This is an optimization exercise on Yosys and OpenROAD, whose aim is small area and a short achievable clock period, not a production implementation.
Where RTL was checked, it was by simulation tests only, not by an equivalence proof against the original.
Power and IR drop assume default switching activity.

## rs_alu
module rs_alu (
  input  logic                 clk,
  input  logic                 rst,
  input  logic                 disp_valid,
  input  logic [TAG_W-1:0]     disp_src_a,
  input  logic [TAG_W-1:0]     disp_src_b,
  input  logic [TAG_W-1:0]     disp_dest,
  input  logic                 disp_rdy_a,
  input  logic                 disp_rdy_b,
  input  logic [DATA_W-1:0]    disp_imm,
  input  logic                 disp_dest_valid,
  input  logic [OP_W-1:0]      disp_alu_op,
  input  logic [SPECTAG_W-1:0] disp_spectag,
  input  logic                 disp_specbit,
  input  logic [AGE_W-1:0]     disp_age,
  input  logic [DLY_W-1:0]     disp_delay,
  input  logic                 br_valid,
  input  logic                 br_success,
  input  logic [SPECTAG_W-1:0] br_tag,
  output logic                 full,
  output logic                 issue_valid,
  output logic [TAG_W-1:0]     issue_src_a,
  output logic [TAG_W-1:0]     issue_src_b,
  output logic [TAG_W-1:0]     issue_dest,
  output logic [DATA_W-1:0]    issue_imm,
  output logic                 issue_dest_valid,
  output logic [OP_W-1:0]      issue_alu_op,
  output logic [SPECTAG_W-1:0] issue_spectag,
  output logic                 issue_specbit
);
For scale: about 2,000 cells after synthesis, ~28,000 um^2 of cells after synthesis.
export LEC_CHECK = 0
export CAP_MARGIN = 20
export CORE_MARGIN = 2
export CORE_UTILIZATION = 65
export CTS_BUF_LIST = sky130_fd_sc_hd__clkbuf_16
export CTS_CLUSTER_DIAMETER = 100
export CTS_CLUSTER_SIZE = 20
export SETUP_SLACK_MARGIN = 5.0
export SLEW_MARGIN = 20
export TNS_END_PERCENT = 0
create_clock -name core_clock -period 7.5 [get_ports {clk}]
standard.sh (not shown) runs the stock make flow with config.mk's settings and CLKGATE_MAP_FILE= SYNTH_SCRIPT=/design/flow/synth_recipe.tcl, a recipe that flattens the netlist after the stock synthesis.
==> flow/flow/run.sh <==
#!/bin/bash
# Standard layout, with plain buffers on the ports and sizing not tied to cell footprints.
set -euo pipefail
bash standard.sh BUFFER_PORTS_ARGS="-buffer_cell sky130_fd_sc_hd__buf_2" MATCH_CELL_FOOTPRINT=0 finish > flow_make.log 2>&1
The baseline finished clean.
Change:
- CORE_UTILIZATION: 65 -> 60
- SETUP_SLACK_MARGIN: 5.0 -> 4.4
Via count came out lower by 2.4%.
Non-clock buffer count came out lower by 23.
Count of clock-buffer cells in the layout came out lower by 1.
Routed wire length came out lower by 2.0%.
Flip-flop and latch count does not change.
Utilization came out lower by 6.9 points.
Die area came out higher by 8.2%.
Global-route usage came out lower by 3.4 points.
Cell area came out lower by 1.7%.
Change:
- CTS_CLUSTER_DIAMETER: 100 -> 120
- CTS_CLUSTER_SIZE: 20 -> 30
- SETUP_SLACK_MARGIN: 4.4 -> 5.0
Global-route usage drops by 0.85 points.
Synthesized cell count stays the same.
Total power drops by a few percent.
Design area drops slightly.
Hold slack gets worse by 5.6 ps.
Wire length drops by a few percent.

========
Starting RTL as in the previous note.
## rs_alu
module rs_alu (
  input  logic                 clk,
  input  logic                 rst,
  input  logic                 disp_valid,
  input  logic [TAG_W-1:0]     disp_src_a,
  input  logic [TAG_W-1:0]     disp_src_b,
  input  logic [TAG_W-1:0]     disp_dest,
  input  logic                 disp_rdy_a,
  input  logic                 disp_rdy_b,
  input  logic [DATA_W-1:0]    disp_imm,
  input  logic                 disp_dest_valid,
  input  logic [OP_W-1:0]      disp_alu_op,
  input  logic [SPECTAG_W-1:0] disp_spectag,
  input  logic                 disp_specbit,
  input  logic [AGE_W-1:0]     disp_age,
  input  logic [DLY_W-1:0]     disp_delay,
  input  logic                 br_valid,
  input  logic                 br_success,
  input  logic [SPECTAG_W-1:0] br_tag,
  output logic                 full,
  output logic                 issue_valid,
  output logic [TAG_W-1:0]     issue_src_a,
  output logic [TAG_W-1:0]     issue_src_b,
  output logic [TAG_W-1:0]     issue_dest,
  output logic [DATA_W-1:0]    issue_imm,
  output logic                 issue_dest_valid,
  output logic [OP_W-1:0]      issue_alu_op,
  output logic [SPECTAG_W-1:0] issue_spectag,
  output logic                 issue_specbit
);
  rs_pkg::rs_payload_t       disp_payload;
  logic [N_ENT*PL_W-1:0]     payloads;
  logic [N_ENT-1:0]          we;
  logic [N_ENT-1:0]          ready;
  logic [N_ENT-1:0]          busy;
  logic [N_ENT-1:0]          busy_nx;
  logic [N_ENT-1:0]          specbits;
  logic [N_ENT-1:0]          grant;
  logic                      any;
  logic [N_ENT*AGE_W-1:0]    ages;
  logic [TAG_W-1:0]          iss_dest;
  logic                      iss_dv;
  logic [DLY_W-1:0]          iss_dly;
  logic                      wk_valid;    
  logic                      wk_fast;     
  logic [DLY_W-1:0]          wk_load;
  always_comb
  begin
    disp_payload.src_a      = disp_src_a;
  ...
==> flow/config.mk <==
export PLATFORM = sky130hd
export DESIGN_NAME = rs_alu
export DESIGN_NICKNAME = rs_alu
export VERILOG_FILES = /design/flow/design.v
export SDC_FILE = /design/flow/constraint.sdc
export NUM_CORES = 4
export LEC_CHECK = 0
export CAP_MARGIN = 20
export CORE_MARGIN = 2
export CORE_UTILIZATION = 70
export CTS_BUF_LIST = sky130_fd_sc_hd__clkbuf_16
export CTS_CLUSTER_DIAMETER = 100
export CTS_CLUSTER_SIZE = 20
export PLACE_DENSITY = 0.78
export SETUP_SLACK_MARGIN = 5.0
export SLEW_MARGIN = 20
export TNS_END_PERCENT = 0
==> flow/constraint.sdc <==
create_clock -name core_clock -period 7.5 [get_ports {clk}]
set_input_delay 1.5000 -clock core_clock [delete_from_list [all_inputs] [get_ports {clk}]]
set_output_delay 1.5000 -clock core_clock [all_outputs]
set_load 0.01 [all_outputs]
Scripts as last shown in full above: flow/flow/run.sh
The baseline finished clean.
Then changed:
Settings changed: CORE_UTILIZATION 70 to 60, GPL_ROUTABILITY_DRIVEN from default to 0, PLACE_DENSITY 0.78 to default.
Wire length climbs by about 1.5%.
Synthesized area stays the same.
Cell area is higher by 1.2%.
Setup slack improves by 0.054 ns.
Final cell count rises by 3.4%.
Non-clock buffer count grows by 11.
Clock skew went up by 0.010 ns.
Global-route usage is lower by 5.3 points.
Clock-buffer cell count does not change.
Then changed:
Settings changed: GPL_ROUTABILITY_DRIVEN 0 to default, SETUP_SLACK_MARGIN 5.0 to 4.0.
Via count hardly moves; cell area goes down slightly; worst setup slack got worse by 0.28 ns; utilization goes down by 1.3 points; global-route usage goes up by 0.11 points; cell count stays flat.
Then changed:
Settings changed: CORE_UTILIZATION 60 to 50, SETUP_SLACK_MARGIN 4.0 to 5.0.
Result: The new run went through all stages and came out clean; fmax rose by 7.3%; routed wire length rose by 3.8%; clock power stays flat; worst hold slack is better by 0.0038 ns; die area rose by 20%; non-clock buffer count rose by 5.
Then changed:
Settings changed: CORE_UTILIZATION 50 to 60, CTS_CLUSTER_SIZE 20 to 24.
Outcome:
- The new run went through all stages and came out clean
- area after synthesis does not change
- via count is about the same
- critical path depth does not change
- synthesized cell count is unchanged
- wire length went down by 2.6%
- cell area went down by 1.2%

========
== trial 35 ==
rs_alu, a different RTL version from the one above (not shown whole).
Size: roughly 660 flip-flops, about 150 I/O pins.
// rs_alu
module rs_alu (
  input  logic                 clk,
  input  logic                 rst,
  input  logic                 disp_valid,
  input  logic [TAG_W-1:0]     disp_src_a,
  input  logic [TAG_W-1:0]     disp_src_b,
  input  logic [TAG_W-1:0]     disp_dest,
  input  logic                 disp_rdy_a,
  input  logic                 disp_rdy_b,
  input  logic [DATA_W-1:0]    disp_imm,
  input  logic                 disp_dest_valid,
  input  logic [OP_W-1:0]      disp_alu_op,
  input  logic [SPECTAG_W-1:0] disp_spectag,
  input  logic                 disp_specbit,
  input  logic [AGE_W-1:0]     disp_age,
  input  logic [DLY_W-1:0]     disp_delay,
  input  logic                 br_valid,
  input  logic                 br_success,
  input  logic [SPECTAG_W-1:0] br_tag,
  output logic                 full,
  output logic                 issue_valid,
  output logic [TAG_W-1:0]     issue_src_a,
  output logic [TAG_W-1:0]     issue_src_b,
  output logic [TAG_W-1:0]     issue_dest,
  output logic [DATA_W-1:0]    issue_imm,
  output logic                 issue_dest_valid,
  output logic [OP_W-1:0]      issue_alu_op,
  output logic [SPECTAG_W-1:0] issue_spectag,
  output logic                 issue_specbit
);
  rs_pkg::rs_payload_t       disp_payload;
  logic [N_ENT*PL_W-1:0]     payloads;
  logic [N_ENT-1:0]          we;
  logic [N_ENT-1:0]          ready;
  logic [N_ENT-1:0]          busy;
  logic [N_ENT-1:0]          specbits;
  ...
clock: 7.5 ns
lec_check: 0
cap_margin: 20
core_margin: 2
core_utilization: 60
cts_buf_list: sky130_fd_sc_hd__clkbuf_16
cts_cluster_diameter: 100
cts_cluster_size: 20
setup_slack_margin: 5.0
slew_margin: 20
tns_end_percent: 0
Scripts as last shown in full above: flow/flow/run.sh
Trial 35 closes out successfully: all stages finished, all timing, DRC and antenna checks passed.
Here is what was changed in the inputs of build 2 compared with trial 35.
# trial 35
export LEC_CHECK = 0
export CAP_MARGIN = 20
export CORE_MARGIN = 2
export CORE_UTILIZATION = 60
export CTS_BUF_LIST = sky130_fd_sc_hd__clkbuf_16
export CTS_CLUSTER_DIAMETER = 100
export CTS_CLUSTER_SIZE = 20
export SETUP_SLACK_MARGIN = 5.0
export SLEW_MARGIN = 20
export TNS_END_PERCENT = 0
create_clock -name core_clock -period 7.5 [get_ports {clk}]
# build 2
export LEC_CHECK = 0
export CAP_MARGIN = 20
export CORE_MARGIN = 2
export CORE_UTILIZATION = 60
export CTS_BUF_LIST = sky130_fd_sc_hd__clkbuf_16
export CTS_CLUSTER_DIAMETER = 100
export CTS_CLUSTER_SIZE = 25
export SETUP_SLACK_MARGIN = 5.0
export SLEW_MARGIN = 20
export TNS_END_PERCENT = 0
create_clock -name core_clock -period 7.5 [get_ports {clk}]
--- outcome ---
- Trial 35 → build 2: area overhead of the layout relative to synthesis went down 1.4 points, share of cells above drive strength 1 down 1.4 points, wire length saw a decrease, met1 global-route usage went down, highest fanout seen on the critical path saw a decrease.
- NOTE: worst hold margin in build 2 exceeds that of trial 35
No run of this note included a check of the RTL's function; only the layout flow was run.

==> what the ideal ports hide <==
The results above use ideal ports. As a check the final layouts listed here were re-extracted and re-timed, cells and wires unchanged.
Step 1 assumes that a clkbuf_16 drives the clock port and a buf_2 every other input.
Step 2 adds t to the input delays and takes it off the output delays; t is the mean of the earliest and latest rising clock arrival at the registers after step 1. Input paths then give back, and output paths get back, about the clock's delay inside the block.
Slacks: no drivers / after step 1 / after step 2; pairs: no drivers / after step 1.
run	t (ns)	slack for setup (ns)	hold WS [ns]	pins driven straight from the clock port
the first run of note 1	0.631	4.287 / 4.228 / 3.804	0.493 / 0.493 / 0.493	1
the second run of note 1	0.635	4.263 / 4.202 / 3.774	0.493 / 0.493 / 0.493	1
the third run of note 1	0.665	4.229 / 4.169 / 3.743	0.487 / 0.487 / 0.487	1
the first run of note 2	0.635	4.221 / 4.197 / 3.752	0.487 / 0.487 / 0.487	1
the second run of note 2	0.643	4.276 / 4.215 / 3.865	0.480 / 0.480 / 0.480	1
the third run of note 2	0.637	3.993 / 3.931 / 3.571	0.484 / 0.484 / 0.484	1
the fourth run of note 2	0.663	4.231 / 4.162 / 3.751	0.488 / 0.488 / 0.488	1
the fifth run of note 2	0.694	4.193 / 4.136 / 3.748	0.476 / 0.476 / 0.476	1
trial 35	0.651	4.126 / 4.064 / 3.596	0.498 / 0.498 / 0.498	1
build 2	0.679	4.045 / 3.985 / 3.541	0.518 / 0.518 / 0.518	1
After both steps setup and hold are still met in every run listed. The setup slack of trial 35, which loses most, moves by -0.062 ns with the drivers and by -0.530 ns with both steps.
